Background: an optimization exercise with open tools, aiming at a short achievable clock period and few clock cycles. Do not read the settings as production practice.
At most, simulation tests tie the RTL to the original design; equivalence was not proved.
No functional check of the RTL was part of run 2.
No activity file was given, so power comes from the tool's default toggle rates.

### design/flow/config.mk
export PLATFORM = sky130hd
export DESIGN_NAME = icache_nway_lru
export DESIGN_NICKNAME = icache_nway_lru
export VERILOG_FILES = /design/flow/design.v
export SDC_FILE = /design/flow/constraint.sdc
export NUM_CORES = 8
export LEC_CHECK = 0
export ABC_CLOCK_PERIOD_IN_PS = 2000
export CAP_MARGIN = 20
export CORE_MARGIN = 2
export CORE_UTILIZATION = 40
export SETUP_SLACK_MARGIN = 5
export SLEW_MARGIN = 20
### design/flow/constraint.sdc
create_clock -name core_clock -period 8.5 [get_ports {clk}]
set_input_delay 1.7000 -clock core_clock [delete_from_list [all_inputs] [get_ports {clk}]]
set_output_delay 1.7000 -clock core_clock [all_outputs]
set_load 0.01 [all_outputs]
### design/flow/design.v
module icache_nway_lru #(
   parameter int ADDR_W = 32,
   parameter int WAYS   = 4,
   parameter int SETS   = 4,
   parameter int WPL    = 2,
   parameter int PAGE   = 12
) (
   input  logic                clk,
   input  logic                reset,
   input  logic                proc_req,
   input  logic [ADDR_W-1:0]   address_from_proc,
   input  logic                flush,
   output logic [31:0]         data_to_proc,
   output logic                proc_resp_valid,
   output logic                hit_miss,
   output logic                busy,
   output logic                ram_req,
   output logic [ADDR_W-1:0]   address_to_ram,
   input  logic [32*WPL-1:0]   data_from_ram,
   input  logic                ram_access_done
);
   localparam int WSEL_W = $clog2(WPL);
   localparam int OFF    = WSEL_W + 2;
   localparam int IDX_W  = $clog2(SETS);
   localparam int TAG_W  = ADDR_W - OFF - IDX_W;
   localparam int LO_W   = PAGE - OFF - IDX_W;    
   localparam int HI_W   = TAG_W - LO_W;          
   localparam int NPAIR  = WAYS * (WAYS - 1) / 2;
   localparam int HALF   = WAYS / 2;    
   logic [SETS-1:0][WAYS-1:0]                  valid_q;
   logic [SETS-1:0][WAYS-1:0]                  use_q;    
   logic [SETS-1:0][WAYS-1:0][TAG_W-1:0]       tag_q;
   logic [SETS-1:0][WAYS-1:0][WPL-1:0][31:0]   line_q;
   logic [SETS-1:0][NPAIR-1:0]                 ord_q;
   logic [SETS-1:0][WAYS-1:0]                  vic_q;
   logic [HI_W-1:0]                            page_q;   
   logic [ADDR_W-1:OFF]     addr_q;       
   logic [TAG_W-1:0]        req_tag_q;    
   logic [SETS-1:0]         req_set_q;    
   logic [WSEL_W-1:0]       req_word_q;
   logic [SETS-1:0][WAYS-1:0] hit_line_q;  
   logic                    again_q;      
   logic                    ram_req_q;    
   logic                    resp_a_n_q;   
   logic                    resp_b_n_q;   
   logic                    hit_miss_q;
   logic                    flush_pend_q;  
   logic [31:0]             word_a_n_q;   
   logic [31:0]             word_b_n_q;
   logic refill;    
   logic resp;      
   assign refill = ram_req_q;
   assign resp   = !(resp_a_n_q && resp_b_n_q);
   logic [TAG_W-1:0]          in_tag;
   logic [HI_W-1:0]           in_page;
   logic [LO_W-1:0]           in_lo;
   logic [IDX_W-1:0]          in_idx;
   logic [WSEL_W-1:0]         in_word;
   logic [SETS-1:0]           in_set;
   logic                      first;      
   logic                      flush_now;  
   logic                      page_ok;    
   logic                      look;       
   logic [SETS-1:0][WAYS-1:0] line_hit;
   logic                      hit_a;      
   logic                      hit_b;
   logic [31:0]               word_a;
   logic [31:0]               word_b;
   assign in_tag    = address_from_proc[ADDR_W-1:OFF+IDX_W];
   assign in_page   = in_tag[TAG_W-1:LO_W];
   assign in_lo     = in_tag[LO_W-1:0];
   assign in_idx    = address_from_proc[OFF+IDX_W-1:OFF];
   assign in_word   = address_from_proc[OFF-1:2];
   assign first     = proc_req && !refill && !again_q;
   assign flush_now = (flush || flush_pend_q) && !refill && !again_q;
   assign page_ok   = (in_page == page_q);
   assign look      = (first && !flush_now && page_ok) || again_q;
   always_comb begin
      for (int s = 0; s < SETS; s++)
         in_set[s] = (in_idx == IDX_W'(s));
   end
   always_comb begin
      for (int s = 0; s < SETS; s++)
         for (int w = 0; w < WAYS; w++)
            line_hit[s][w] = in_set[s] && use_q[s][w] &&
                             (tag_q[s][w][LO_W-1:0] == in_lo);
   end
   logic [WAYS-1:0][31:0] cand;
   logic [WAYS-1:0]       way_hit;
   always_comb begin
      for (int w = 0; w < WAYS; w++) begin
         cand[w]    = '0;
         way_hit[w] = 1'b0;
         for (int s = 0; s < SETS; s++) begin
            cand[w]    = cand[w] | ({32{in_set[s]}} & line_q[s][w][in_word]);
            way_hit[w] = way_hit[w] || line_hit[s][w];
         end
      end
      hit_a  = 1'b0;
      hit_b  = 1'b0;
      word_a = '0;
      word_b = '0;
      for (int w = 0; w < WAYS; w++)
         if (w < HALF) begin
            hit_a  = hit_a || way_hit[w];
            word_a = word_a | ({32{way_hit[w]}} & cand[w]);
         end else begin
            hit_b  = hit_b || way_hit[w];
            word_b = word_b | ({32{way_hit[w]}} & cand[w]);
         end
   end
   logic              done;
   logic              upd;        
   logic [WAYS-1:0]   hit_way;    
   logic [WAYS-1:0]   cur_valid;
   logic [NPAIR-1:0]  cur_ord;
   logic [WAYS-1:0]   cur_vic;
   logic [WAYS-1:0]   acc;        
   logic [WAYS-1:0]   nxt_valid;
   logic [NPAIR-1:0]  nxt_ord;
   logic [WAYS-1:0]   lru;
   logic [WAYS-1:0]   nxt_vic;
   assign done = refill && ram_access_done;
   assign upd  = done || (resp && !hit_miss_q);
   always_comb begin
      hit_way = '0;
      for (int s = 0; s < SETS; s++)
         hit_way = hit_way | hit_line_q[s];
   end
   always_comb begin
      cur_valid = '0;
      cur_ord   = '0;
      cur_vic   = '0;
      for (int s = 0; s < SETS; s++)
         if (req_set_q[s]) begin
            cur_valid = cur_valid | valid_q[s];
            cur_ord   = cur_ord   | ord_q[s];
            cur_vic   = cur_vic   | vic_q[s];
         end
   end
   assign acc       = refill ? cur_vic : hit_way;
   assign nxt_valid = cur_valid | acc;
   always_comb begin
      int p;
      nxt_ord = cur_ord;
      p = 0;
      for (int i = 0; i < WAYS; i++)
         for (int j = i + 1; j < WAYS; j++) begin
            if (acc[i])      nxt_ord[p] = 1'b0;
            else if (acc[j]) nxt_ord[p] = 1'b1;
            p++;
         end
   end
   always_comb begin
      int p;
      lru = '1;
      p = 0;
      for (int i = 0; i < WAYS; i++)
         for (int j = i + 1; j < WAYS; j++) begin
            if (nxt_ord[p]) lru[j] = 1'b0;
            else            lru[i] = 1'b0;
            p++;
         end
   end
   always_comb begin
      logic found;
      nxt_vic = '0;
      found   = 1'b0;
      for (int w = 0; w < WAYS; w++)
         if (!nxt_valid[w] && !found) begin
            nxt_vic[w] = 1'b1;
            found      = 1'b1;
         end
      if (!found) nxt_vic = lru;
   end
   logic new_page;    
   assign new_page = first && !page_ok;
   always_ff @(posedge clk) begin
      addr_q     <= address_from_proc[ADDR_W-1:OFF];
      hit_line_q <= line_hit;
      word_a_n_q <= refill ? ~data_from_ram[32*req_word_q +: 32] : ~word_a;
      word_b_n_q <= refill ? '1 : ~word_b;
      if (first) begin
         req_tag_q  <= in_tag;
         req_set_q  <= in_set;
         req_word_q <= in_word;
      end
   end
   always_ff @(posedge clk) begin
      if (!reset) begin
         ram_req_q    <= 1'b0;
         resp_a_n_q   <= 1'b1;
         resp_b_n_q   <= 1'b1;
         again_q      <= 1'b0;
         hit_miss_q   <= 1'b1;
         flush_pend_q <= 1'b0;
         page_q       <= '0;
      end else begin
         resp_a_n_q <= !((look && hit_a) || done);
         resp_b_n_q <= !(look && hit_b);
         hit_miss_q <= refill;
         again_q    <= new_page && !flush_now;
         if (refill) ram_req_q <= !ram_access_done;
         else        ram_req_q <= (first && flush_now) || (look && !(hit_a || hit_b));
         if (refill || again_q) flush_pend_q <= flush_pend_q || flush;
         else                   flush_pend_q <= 1'b0;
         if (new_page) page_q <= in_page;
      end
   end
   logic clear;
   assign clear = !reset || flush_now;
   always_ff @(posedge clk) begin
      for (int s = 0; s < SETS; s++) begin
         if (clear) begin
            valid_q[s] <= '0;
            use_q[s]   <= '0;
            ord_q[s]   <= '0;
            vic_q[s]   <= WAYS'(1);
         end else begin
            if (new_page) begin
               for (int w = 0; w < WAYS; w++)
                  use_q[s][w] <= valid_q[s][w] && (tag_q[s][w][TAG_W-1:LO_W] == in_page);
            end
            if (upd && req_set_q[s]) begin
               valid_q[s] <= nxt_valid;
               ord_q[s]   <= nxt_ord;
               vic_q[s]   <= nxt_vic;
               if (refill) use_q[s] <= use_q[s] | acc;
            end
         end
      end
   end
   always_ff @(posedge clk) begin
      for (int s = 0; s < SETS; s++)
         for (int w = 0; w < WAYS; w++)
            if (reset && done && req_set_q[s] && vic_q[s][w]) begin
               tag_q[s][w]  <= req_tag_q;
               line_q[s][w] <= data_from_ram;
            end
   end
   assign data_to_proc    = ~(word_a_n_q & word_b_n_q);
   assign proc_resp_valid = resp;
   assign hit_miss        = hit_miss_q;
   assign busy            = refill;
   assign ram_req         = refill;
   assign address_to_ram  = {addr_q, OFF'(0)};
endmodule
### design/flow/flow/run.sh
#!/bin/bash
# Standard layout, with timing repair aiming further below the clock period,
# a few slow multi-input OR cells kept out of synthesis and repair, and a
# delay-oriented variant of ORFS's ABC mapping script.
set -euo pipefail
base=$(make -s -C "$FLOW_HOME" DESIGN_CONFIG="$PWD/config.mk" print-DONT_USE_CELLS | sed -n 's/^DONT_USE_CELLS: //p')
[ -n "$base" ] || { echo "no DONT_USE_CELLS from the platform" >&2; exit 1; }
extra="sky130_fd_sc_hd__or3_1 sky130_fd_sc_hd__or3_2 sky130_fd_sc_hd__or3_4 sky130_fd_sc_hd__or3b_1 sky130_fd_sc_hd__or3b_2 sky130_fd_sc_hd__or3b_4 sky130_fd_sc_hd__or4_1 sky130_fd_sc_hd__or4_2 sky130_fd_sc_hd__or4_4 sky130_fd_sc_hd__or4b_1 sky130_fd_sc_hd__or4b_2 sky130_fd_sc_hd__or4b_4 sky130_fd_sc_hd__or4bb_1 sky130_fd_sc_hd__or4bb_2 sky130_fd_sc_hd__or4bb_4"
sed -e 's/^&nf$/\&nf -p -C 32/' "$FLOW_HOME/scripts/abc_speed.script" > "$PWD/abc_mod.script"
{ head -n 1 synth_recipe.tcl
  echo "set ::abc_mod_script $PWD/abc_mod.script"
  cat flow/abc_override.tcl
  tail -n +2 synth_recipe.tcl; } > "$PWD/synth_mod.tcl"
bash standard.sh SETUP_SLACK_MARGIN=6 "DONT_USE_CELLS=$base $extra" SYNTH_SCRIPT="$PWD/synth_mod.tcl" finish > orfs_make.log 2>&1
### design/flow/flow/abc_override.tcl
# Makes the synthesis's ABC mapping step read abc_mod.script (written by run.sh)
# in place of ORFS's abc_speed.script; everything else is the standard flow's synthesis.
yosys -import
rename abc abc_my
proc abc {args} {
  set i [lsearch -exact $args -script]
  if {$i >= 0} { lset args [expr {$i + 1}] $::abc_mod_script }
  abc_my {*}$args
}
### design/flow/standard.sh
#!/bin/bash
# synth_recipe.tcl (not shown) runs the flow's synth.tcl, then flattens the netlist and writes it again
# the make line also repeats each setting of config.mk as NAME=value (left out here)
make -C /OpenROAD-flow-scripts/flow DESIGN_CONFIG=/design/flow/config.mk WORK_HOME=/design/flow/orfs CLKGATE_MAP_FILE= SYNTH_SCRIPT=/design/flow/synth_recipe.tcl "${@:-finish}"
==> results of run 1 <==
## metrics by stage
step | std cells | hold WS (ns) | utilization, % | cell area, sq um | worst slack, ns
2_1_floorplan | 3481 | 0.434 | - | 67100 | 5.00
6_report | 6285 | 0.461 | 50.8 | 82800 | 5.41
3_3_place_gp | 5683 | 0.446 | 43.2 | 70400 | 3.07
3_5_place_dp | 5683 | 0.447 | 43.2 | 70400 | 3.02
4_1_cts | 6250 | 0.455 | 50.2 | 81800 | 5.37
5_1_grt | 6283 | 0.478 | 50.8 | 82800 | 5.37
## logic make-up after synthesis
kind of cell    after synthesis  share of synthesized area (%)
compound gates              252                           2.58
xor+xnor                    452                           6.04
buf+inv                     208                           1.64
flops                      1695                           74.5
mux                         436                           11.5
other cells                   1                        0.00572
simple gates                435                           3.74
## layer usage
layer	track usage [%]	up-vias	wire length (um)
li1	-	14800	-
met1	31.4	19000	79900
met2	37.6	1618	95400
met3	5.11	341	15900
met4	7.47	22	6160
met5	0	-	127
## critical path: stages, from the launching register on
cell and delay [ns]:
dfxtp_2 0.34, nand2_4 0.09, buf_6 0.14
## cell type report
type,instances,area share [%]
inverter,3,0.0136
sequential,1695,59.1
multi-input combinational,1616,22.4
clock buffer,236,5.77
timing repair buffer,471,8.23
antenna,2,0.00605
clock inverter,87,1.14
tap,2175,3.29
## what timing repair did
item / 4_1_cts / 5_1_grt
gates cloned: 99 / 8
pin swaps: 149 / 51
hold buffers: 0 / 0
endpoints found under the setup margin: 1696 / 660
setup buffers: 145 / 25
resized for setup: 1010 / 123
## final timing paths
kind,depth (start not counted),end,startpoint,slack (ns)
worst max-delay path,2,data_to_proc[7],word_b_n_q[7],5.41
worst min-delay path,2,ord_q[20],ord_q[20],0.46
worst max register to register,6,vic_q[6],vic_q[0],5.91
worst min register to register,2,ord_q[20],ord_q[20],0.46
## sequential cells by signal, indices dropped and copies added, names as in the netlist, 4 cells and up
name and count:
req_tag_q 27, hit_line_q 16, ord_q 24, use_q 16
line_q 1024, addr_q 29, word_a_n_q 32, valid_q 16
word_b_n_q 32, vic_q 16, tag_q 432, req_set_q 4
page_q 20
## where the power goes
group / switching (mW) / leakage [nW] / internal [mW]
logic: 0.794 / 9.47 / 0.656
registers: 0.146 / 15.1 / 9.18
clock network: 3.28 / 2.79 / 4.34
total: 4.22 / 27.3 / 14.2
## cell usage in the layout, fill, tap and decap left out, types with 37 or more instances in the layout
master / n
mux2i_1: 180
xor2_1: 143
buf_16: 48
nand2b_1: 37
mux4_2: 256
xnor2_2: 65
buf_6: 76
o22ai_2: 44
clkdlybuf4s50_1: 66
edfxtp_1: 1488
and3_4: 49
nand4_1: 72
buf_12: 78
buf_4: 127
xnor2_1: 224
clkbuf_16: 180
dfxtp_1: 133
clkbuf_1: 43
dfxtp_2: 73
nand2_1: 99
==> impl_metrics.py, run 1 <==
metrics = {
    "floorplan": {
        "row_count": 148,
        "fp.dieW_um": 409,
        "dieArea_sq_mm": 0.167,
        "start_util_pct": 40.3,
        "io_pins": 169,
        "die-height_um": 409,
        "core_region_area_sq_mm": 0.163,
    },
    "global_route": {
        "grt_usage_pct": 23.3,
        "grt.overflow.total": 0,
        "grt_max_degree": 69,
        "grt_pass1_wl_um": 274000,
        "first_global_vias": 35400,
        "antenna_found_initial": 13,
    },
    "detailed_routing": {
        "first_pass_iters": 6,
        "drc": 0,
        "wl_per_cell_um": 31.4,
        "route.vias.total": 35800,
        "totalWireLength_um": 198000,
        "drt_iter0_drc": 3968,
        "final_antenna_net_count": 0,
        "viasPerCell": 5.69,
    },
    "hold_path": {
        "worstHoldPathType": "register to register",
    },
    "power": {
        "power_mw": 18.4,
        "power_density_mw_per_mm2": 222,
        "max-vdd-ir-drop_mv": 0.208,
        "p_leak_nw": 27.3,
    },
    "critical_path": {
        "path_class": "register to primary output",
        "worst_ep_arrival_time_ns": 1.39,
        "worstSetupStartpointType": "register",
        "end_kind": "primary output",
        "cp_max_fo": 1,
        "worst_ep_required_time_ns": 6.80,
    },
    "run": {
        "max_cap_violations": 0,
    },
    "yosys": {
        "yosysTopAreaCell": "edfxtp_1",
        "synth_area_leaders": "edfxtp_1 (68%), mux4_2 (8.8%), dfxtp_1 (6.3%), xnor2_1 (3.9%), mux2i_1 (2.7%)",
        "synth_area_sq_mm": 0.0656,
        "synth_most_common_cell": "edfxtp_1",
        "seq_area_frac_synth_pct": 74.5,
        "synth_top_flop_cell": "edfxtp_1",
        "synth_common_cells": "edfxtp_1 (1488), xnor2_1 (292), mux4_2 (256)",
        "synth_top_area_share_pct": 68.1,
        "yosys_warnings": 1,
        "synth_edf_count": 1488,
        "synth.distinct_cells": 55,
        "yosys_register_bits": 1695,
        "async_flop_share_pct": 0,
        "post_synth.cell_area_avg_sq_um": 18.9,
        "syn_inst": 3479,
    },
    "sta": {
        "setup-tns-final_ns": 0,
        "drv_slew": 0,
        "worst_pin_slew_ns": 1.16,
        "rsz0062_at_grt": "true",
        "period_minus_slack_ns": 3.09,
        "finalSetupViolations": 0,
        "skew_ns": 0.0342,
        "hold_viol": 0,
        "max_freq_mhz": 324,
        "period_share_pct": 36.3,
        "slew-limit-headroom_pct": 22.7,
    },
    "final_layout": {
        "seq_area_sq_mm": 0.0489,
        "layout-drive-gt1-share_pct": 33.6,
        "multi_input_comb_area_sq_mm": 0.0186,
        "fillerInstances": 12900,
        "area_delta_synth_final_pct": 26.2,
        "finalNetCount": 4059,
    },
    "clocking": {
        "clkTransAtPathRegs_ns": 0.06,
        "h-tree-depth": 4,
        "cts_sinks": 1695,
        "clockRootBuffer": "clkbuf_16",
        "cts_buffers": 171,
        "cts_tree": "done",
        "clock_latency_ns": 0.82,
        "cts_max_path_buffers": 3,
    },
    "placed_design": {
        "io_buffers": 163,
        "place.gp.congestion": 0.776,
        "hpwl_um": 82200,
    },
    "outcome": {
        "status": "complete, no violations",
    },
}
Testbench counts, summed over its fixed seeds: cycles 44,685.
==> run 2, diff against run 1 <==
--- a/design/flow/design.v
+++ b/design/flow/design.v
@@ -26,7 +26,8 @@
    localparam int LO_W   = PAGE - OFF - IDX_W;    
    localparam int HI_W   = TAG_W - LO_W;          
    localparam int NPAIR  = WAYS * (WAYS - 1) / 2;
-   localparam int HALF   = WAYS / 2;    
+   localparam int NG     = 4;           
+   localparam int GW     = WAYS / NG;   
    logic [SETS-1:0][WAYS-1:0]                  valid_q;
    logic [SETS-1:0][WAYS-1:0]                  use_q;    
    logic [SETS-1:0][WAYS-1:0][TAG_W-1:0]       tag_q;
@@ -41,16 +42,14 @@
    logic [SETS-1:0][WAYS-1:0] hit_line_q;  
    logic                    again_q;      
    logic                    ram_req_q;    
-   logic                    resp_a_n_q;   
-   logic                    resp_b_n_q;   
+   logic [NG-1:0]           resp_n_q;     
    logic                    hit_miss_q;
    logic                    flush_pend_q;  
-   logic [31:0]             word_a_n_q;   
-   logic [31:0]             word_b_n_q;
+   logic [NG-1:0][31:0]     word_n_q;     
    logic refill;    
    logic resp;      
    assign refill = ram_req_q;
-   assign resp   = !(resp_a_n_q && resp_b_n_q);
+   assign resp   = !(&resp_n_q);
    logic [TAG_W-1:0]          in_tag;
    logic [HI_W-1:0]           in_page;
    logic [LO_W-1:0]           in_lo;
@@ -62,10 +61,8 @@
    logic                      page_ok;    
    logic                      look;       
    logic [SETS-1:0][WAYS-1:0] line_hit;
-   logic                      hit_a;      
-   logic                      hit_b;
-   logic [31:0]               word_a;
-   logic [31:0]               word_b;
+   logic [NG-1:0]             hit_g;      
+   logic [NG-1:0][31:0]       word_g;
    assign in_tag    = address_from_proc[ADDR_W-1:OFF+IDX_W];
    assign in_page   = in_tag[TAG_W-1:LO_W];
    assign in_lo     = in_tag[LO_W-1:0];
@@ -85,28 +82,13 @@
             line_hit[s][w] = in_set[s] && use_q[s][w] &&
                              (tag_q[s][w][LO_W-1:0] == in_lo);
    end
-   logic [WAYS-1:0][31:0] cand;
-   logic [WAYS-1:0]       way_hit;
-   always_comb begin
-      for (int w = 0; w < WAYS; w++) begin
-         cand[w]    = '0;
-         way_hit[w] = 1'b0;
-         for (int s = 0; s < SETS; s++) begin
-            cand[w]    = cand[w] | ({32{in_set[s]}} & line_q[s][w][in_word]);
-            way_hit[w] = way_hit[w] || line_hit[s][w];
-         end
-      end
-      hit_a  = 1'b0;
-      hit_b  = 1'b0;
-      word_a = '0;
-      word_b = '0;
-      for (int w = 0; w < WAYS; w++)
-         if (w < HALF) begin
-            hit_a  = hit_a || way_hit[w];
-            word_a = word_a | ({32{way_hit[w]}} & cand[w]);
-         end else begin
-            hit_b  = hit_b || way_hit[w];
-            word_b = word_b | ({32{way_hit[w]}} & cand[w]);
+   always_comb begin
+      hit_g  = '0;
+      word_g = '0;
+      for (int s = 0; s < SETS; s++)
+         for (int w = 0; w < WAYS; w++) begin
+            hit_g[w / GW]  = hit_g[w / GW] || line_hit[s][w];
+            word_g[w / GW] = word_g[w / GW] | ({32{line_hit[s][w]}} & line_q[s][w][in_word]);
          end
    end
    logic              done;
@@ -178,8 +160,9 @@
    always_ff @(posedge clk) begin
       addr_q     <= address_from_proc[ADDR_W-1:OFF];
       hit_line_q <= line_hit;
-      word_a_n_q <= refill ? ~data_from_ram[32*req_word_q +: 32] : ~word_a;
-      word_b_n_q <= refill ? '1 : ~word_b;
+      for (int g = 0; g < NG; g++)
+         word_n_q[g] <= refill ? ((g == 0) ? ~data_from_ram[32*req_word_q +: 32] : '1)
+                               : ~word_g[g];
       if (first) begin
          req_tag_q  <= in_tag;
          req_set_q  <= in_set;
@@ -189,19 +172,18 @@
    always_ff @(posedge clk) begin
       if (!reset) begin
          ram_req_q    <= 1'b0;
-         resp_a_n_q   <= 1'b1;
-         resp_b_n_q   <= 1'b1;
+         resp_n_q     <= '1;
          again_q      <= 1'b0;
          hit_miss_q   <= 1'b1;
          flush_pend_q <= 1'b0;
          page_q       <= '0;
       end else begin
-         resp_a_n_q <= !((look && hit_a) || done);
-         resp_b_n_q <= !(look && hit_b);
+         for (int g = 0; g < NG; g++)
+            resp_n_q[g] <= !((look && hit_g[g]) || (g == 0 && done));
          hit_miss_q <= refill;
          again_q    <= new_page && !flush_now;
          if (refill) ram_req_q <= !ram_access_done;
-         else        ram_req_q <= (first && flush_now) || (look && !(hit_a || hit_b));
+         else        ram_req_q <= (first && flush_now) || (look && !(|hit_g));
          if (refill || again_q) flush_pend_q <= flush_pend_q || flush;
          else                   flush_pend_q <= 1'b0;
          if (new_page) page_q <= in_page;
@@ -238,7 +220,12 @@
                line_q[s][w] <= data_from_ram;
             end
    end
-   assign data_to_proc    = ~(word_a_n_q & word_b_n_q);
+   always_comb begin
+      data_to_proc = '1;
+      for (int g = 0; g < NG; g++)
+         data_to_proc = data_to_proc & word_n_q[g];
+      data_to_proc = ~data_to_proc;
+   end
    assign proc_resp_valid = resp;
    assign hit_miss        = hit_miss_q;
    assign busy            = refill;
==> design/flow/flow/run.sh (replaced) <==
#!/bin/bash
# Standard layout, with timing repair aiming further below the clock period and
# a few slow multi-input OR/NOR cells kept out of synthesis and repair.
set -euo pipefail
base=$(make -s -C "$FLOW_HOME" DESIGN_CONFIG="$PWD/config.mk" print-DONT_USE_CELLS | sed -n 's/^DONT_USE_CELLS: //p')
extra="sky130_fd_sc_hd__or3_1 sky130_fd_sc_hd__or3_2 sky130_fd_sc_hd__or3_4 sky130_fd_sc_hd__or3b_1 sky130_fd_sc_hd__or3b_2 sky130_fd_sc_hd__or3b_4 sky130_fd_sc_hd__or4_1 sky130_fd_sc_hd__or4_2 sky130_fd_sc_hd__or4_4 sky130_fd_sc_hd__or4b_1 sky130_fd_sc_hd__or4b_2 sky130_fd_sc_hd__or4b_4 sky130_fd_sc_hd__or4bb_1 sky130_fd_sc_hd__or4bb_2 sky130_fd_sc_hd__or4bb_4"
bash standard.sh SETUP_SLACK_MARGIN=6 "DONT_USE_CELLS=$base $extra"  finish > orfs_make.log 2>&1
removed: design/flow/flow/abc_override.tcl
==> impl_metrics.py, run 2 <==
metrics = {
    "outcome": {
        "status": "complete, no violations",
    },
    "yosys": {
        "async_flop_share_pct": 0,
        "synth_area_sq_mm": 0.0663,
        "synth_edf_count": 1488,
        "synth_top_flop_cell": "edfxtp_1",
        "synth_most_common_cell": "edfxtp_1",
        "seq_area_frac_synth_pct": 75.6,
        "syn_inst": 3913,
        "post_synth.cell_area_avg_sq_um": 17.0,
        "synth_top_area_share_pct": 67.3,
        "synth_area_leaders": "edfxtp_1 (67%), dfxtp_1 (8.2%), mux2i_1 (6.6%), xnor2_1 (3.8%), xor2_1 (2.2%)",
        "synth.distinct_cells": 56,
        "yosys_register_bits": 1761,
        "yosys_warnings": 1,
        "yosysTopAreaCell": "edfxtp_1",
        "synth_common_cells": "edfxtp_1 (1488), mux2i_1 (439), xnor2_1 (288)",
    },
    "placed_design": {
        "place.gp.congestion": 0.798,
        "place_inst": 6121,
        "io_buffers": 163,
        "hpwl_um": 88200,
    },
    "hold_path": {
        "hold_end": "ord_q[4]",
        "worstHoldPathType": "register to register",
        "hp-start": "ord_q[4]",
        "min_path_cells": 2,
    },
    "final_layout": {
        "final_common_cell": "edfxtp_1",
        "final_cell_mix": "edfxtp_1 (1488), mux2i_1 (439), xnor2_1 (267)",
        "fillerInstances": 12800,
        "area_delta_synth_final_pct": 32.6,
        "largest_register": "line_q",
        "stdcell_count": 6985,
        "largest_reg_flops": 1024,
        "layout-drive-gt1-share_pct": 30.2,
        "reg_top3": "line_q: 1024 flops, tag_q: 432 flops, word_n_q: 128 flops",
        "finalNetCount": 4732,
    },
    "power": {
        "power_frac_seq_pct": 51.2,
        "p_clk_share_pct": 42.3,
        "p_leak_nw": 30.5,
        "max-vdd-ir-drop_mv": 0.192,
        "power_density_mw_per_mm2": 213,
        "power.internal_mw": 14.4,
        "p_sw_share_pct": 23.0,
        "p_switching_mw": 4.32,
        "combPwrFrac_pct": 6.5,
    },
    "floorplan": {
        "row_count": 149,
        "die-height_um": 411,
        "start_util_pct": 40.3,
        "dieArea_sq_mm": 0.169,
        "fp.dieW_um": 411,
        "io_pins": 169,
        "core_region_area_sq_mm": 0.165,
    },
    "sta": {
        "max_freq_mhz": 282,
        "setup-tns-final_ns": 0,
        "worst_pin_slew_ns": 1.25,
        "hold_viol": 0,
        "skew_ns": 0.0613,
        "slew-limit-headroom_pct": 16.7,
        "finalSetupViolations": 0,
        "period_share_pct": 41.7,
        "drv_slew": 0,
        "rsz0062_at_grt": "true",
        "period_minus_slack_ns": 3.55,
    },
    "clocking": {
        "cts_buffers": 181,
        "clockRootBuffer": "clkbuf_16",
        "cts_sinks": 1761,
        "cts_tree": "done",
        "cts_max_path_buffers": 3,
        "h-tree-depth": 4,
        "clkTransAtPathRegs_ns": 0.06,
        "hold_buffers": 0,
        "clock_latency_ns": 0.85,
    },
    "critical_path": {
        "cp_max_fo": 1,
        "worstReg2RegStart": "vic_q[7]",
        "worst_ep_arrival_time_ns": 1.85,
        "r2r_cells": 6,
        "regToRegSetupSlack_ns": 5.92,
        "worstSetupStartpointType": "register",
        "worst_ep_required_time_ns": 6.80,
        "cp_slowest_cell": "nand4_1",
        "crit_chain": "nand4_1, buf_2",
        "critPathMaxStageDelay_ns": 0.37,
        "path_class": "register to primary output",
        "worstReg2RegEnd": "vic_q[4]",
        "end_kind": "primary output",
    },
    "global_route": {
        "grt_usage_pct": 26.6,
        "grt_pass1_wl_um": 312000,
        "grt.overflow.total": 0,
        "grt_max_degree": 88,
        "antenna_found_initial": 21,
        "first_global_vias": 38700,
    },
    "detailed_routing": {
        "totalWireLength_um": 237000,
        "drc": 0,
        "wl_per_cell_um": 34.0,
        "viasPerCell": 5.96,
        "first_pass_iters": 7,
        "route.vias.total": 41700,
        "drt_iter0_drc": 6046,
        "final_antenna_net_count": 0,
    },
    "run": {
        "max_cap_violations": 0,
    },
}
-- run 2: changes by cell type after synthesis, sizes merged, moves of 40 or more --
| cell | delta |
|---|---|
| a21oi | +40 |
| a222oi | +67 |
| clkbuf | +56 |
| dfxtp | +66 |
| mux2 | +64 |
| mux2i | +259 |
| mux4 | -256 |
| nand2 | -57 |
| o21ai | +68 |
| o22ai | +127 |
-- run 2: worst max-delay path by stage --
stage | depth (start not counted) | endpoint | from | slack (ns)
2_1_floorplan | 6 | use_q[10] | proc_req | 5.02
3_3_place_gp | 8 | word_n_q[61] | address_from_proc[5] | 2.85
3_5_place_dp | 9 | word_n_q[27] | address_from_proc[5] | 3.12
4_1_cts | 2 | data_to_proc[28] | word_n_q[92] | 4.81
5_1_grt | 2 | data_to_proc[28] | word_n_q[92] | 4.90
6_report | 2 | data_to_proc[3] | word_n_q[67] | 4.95
-- run 2: what timing repair did --
| action | in CTS | in global routing |
|---|---|---|
| gates cloned | 141 | 30 |
| resized for setup | 1111 | 240 |
| setup endpoints to repair | 1785 | 929 |
| pin swaps | 195 | 128 |
| setup buffers | 276 | 69 |
-- run 2: cells by family after synthesis --
group,after synthesis,share of synthesized area [%]
DFF,1761,75.6
AOI/OAI and AO/OA,566,5.78
xor gates and xnor gates,452,5.97
muxes,503,7.71
other,1,0.00565
and+or+nand+nor,390,3.27
buffers and inverters,240,1.68
-- run 2: final cells by class --
type	instances	area [sq um]	share of cell area, %
multi-input cells	1965	18400	20.9
diodes	7	17.5	0.0199
flip-flops and latches	1761	50200	57.1
well taps	2189	2740	3.11
inverters	14	81.3	0.0924
clock buffers	261	5100	5.80
clock inverters	80	847	0.963
repair buffers	708	10600	12.1
-- run 2: power by group through the flow --
| stage | Combinational [mW] | Sequential (mW) | Clock (mW) |
|---|---|---|---|
| 2_1_floorplan | 0.500 | 9.70 | 0 |
| 3_3_place_gp | 0.839 | 9.78 | 0 |
| 3_5_place_dp | 0.847 | 9.78 | 0 |
| 4_1_cts | 1.16 | 9.59 | 7.99 |
| 5_1_grt | 1.27 | 9.59 | 8.34 |
| 6_report | 1.22 | 9.60 | 7.94 |
-- run 2: metrics by stage --
step                area, sq um  setup slack, ns  total power [mW]  util (%)  hold WS, ns
floorplan                 67900             5.02              10.2         -        0.436
detailed placement        71300             3.12              10.6      43.3        0.448
CTS                       85500             4.81              18.7      51.9        0.456
finish                    88000             4.95              18.8      53.4        0.457
global route              88000             4.90              19.2      53.4        0.476
global placement          71200             2.85              10.6      43.2        0.441
-- run 2: critical path: cells and delay by family (launching register included) --
family | cells | cell delay [ns]
DFF | 1 | 0.32
buffers and inverters | 1 | 0.31
and+or+nand+nor | 1 | 0.37
-- run 2: routing by layer --
layer / vias to the layer above / GRT usage (%) / wire length, um
met5: - / 0 / 85
met4: 12 / 11.0 / 11500
met3: 517 / 5.46 / 27400
met2: 2720 / 41.0 / 107000
met1: 21500 / 36.9 / 91500
li1: 16900 / - / -

[port drivers added, routing unchanged]
Ports are ideal in the flow. The routed layouts listed here were re-timed in OpenROAD. Step 1, drivers: a clkbuf_16 drives clk and a buf_2 each remaining input, both assumed. Step 2, shift: input delay + t, output delay - t, t = (earliest + latest rising clock arrival at the registers) / 2. This alone moves slack from input paths to output paths. Three values: ideal, step 1, step 2; two values: the first two.
run | t (ns) | setup WS [ns] | worst setup path at the end | worst slew at a driven data input, ns | cell pins on the clock port's net
run 1 | 0.887 | 5.410 / 5.327 / 4.684 | input to register | 0.23 | 1
run 2 | 0.895 | 4.953 / 4.874 / 4.519 | input to register | 0.16 | 1
After both steps every run listed still meets setup and hold. The setup slack of run 1, which loses most, moves by -0.083 ns with the drivers and by -0.726 ns with both steps.
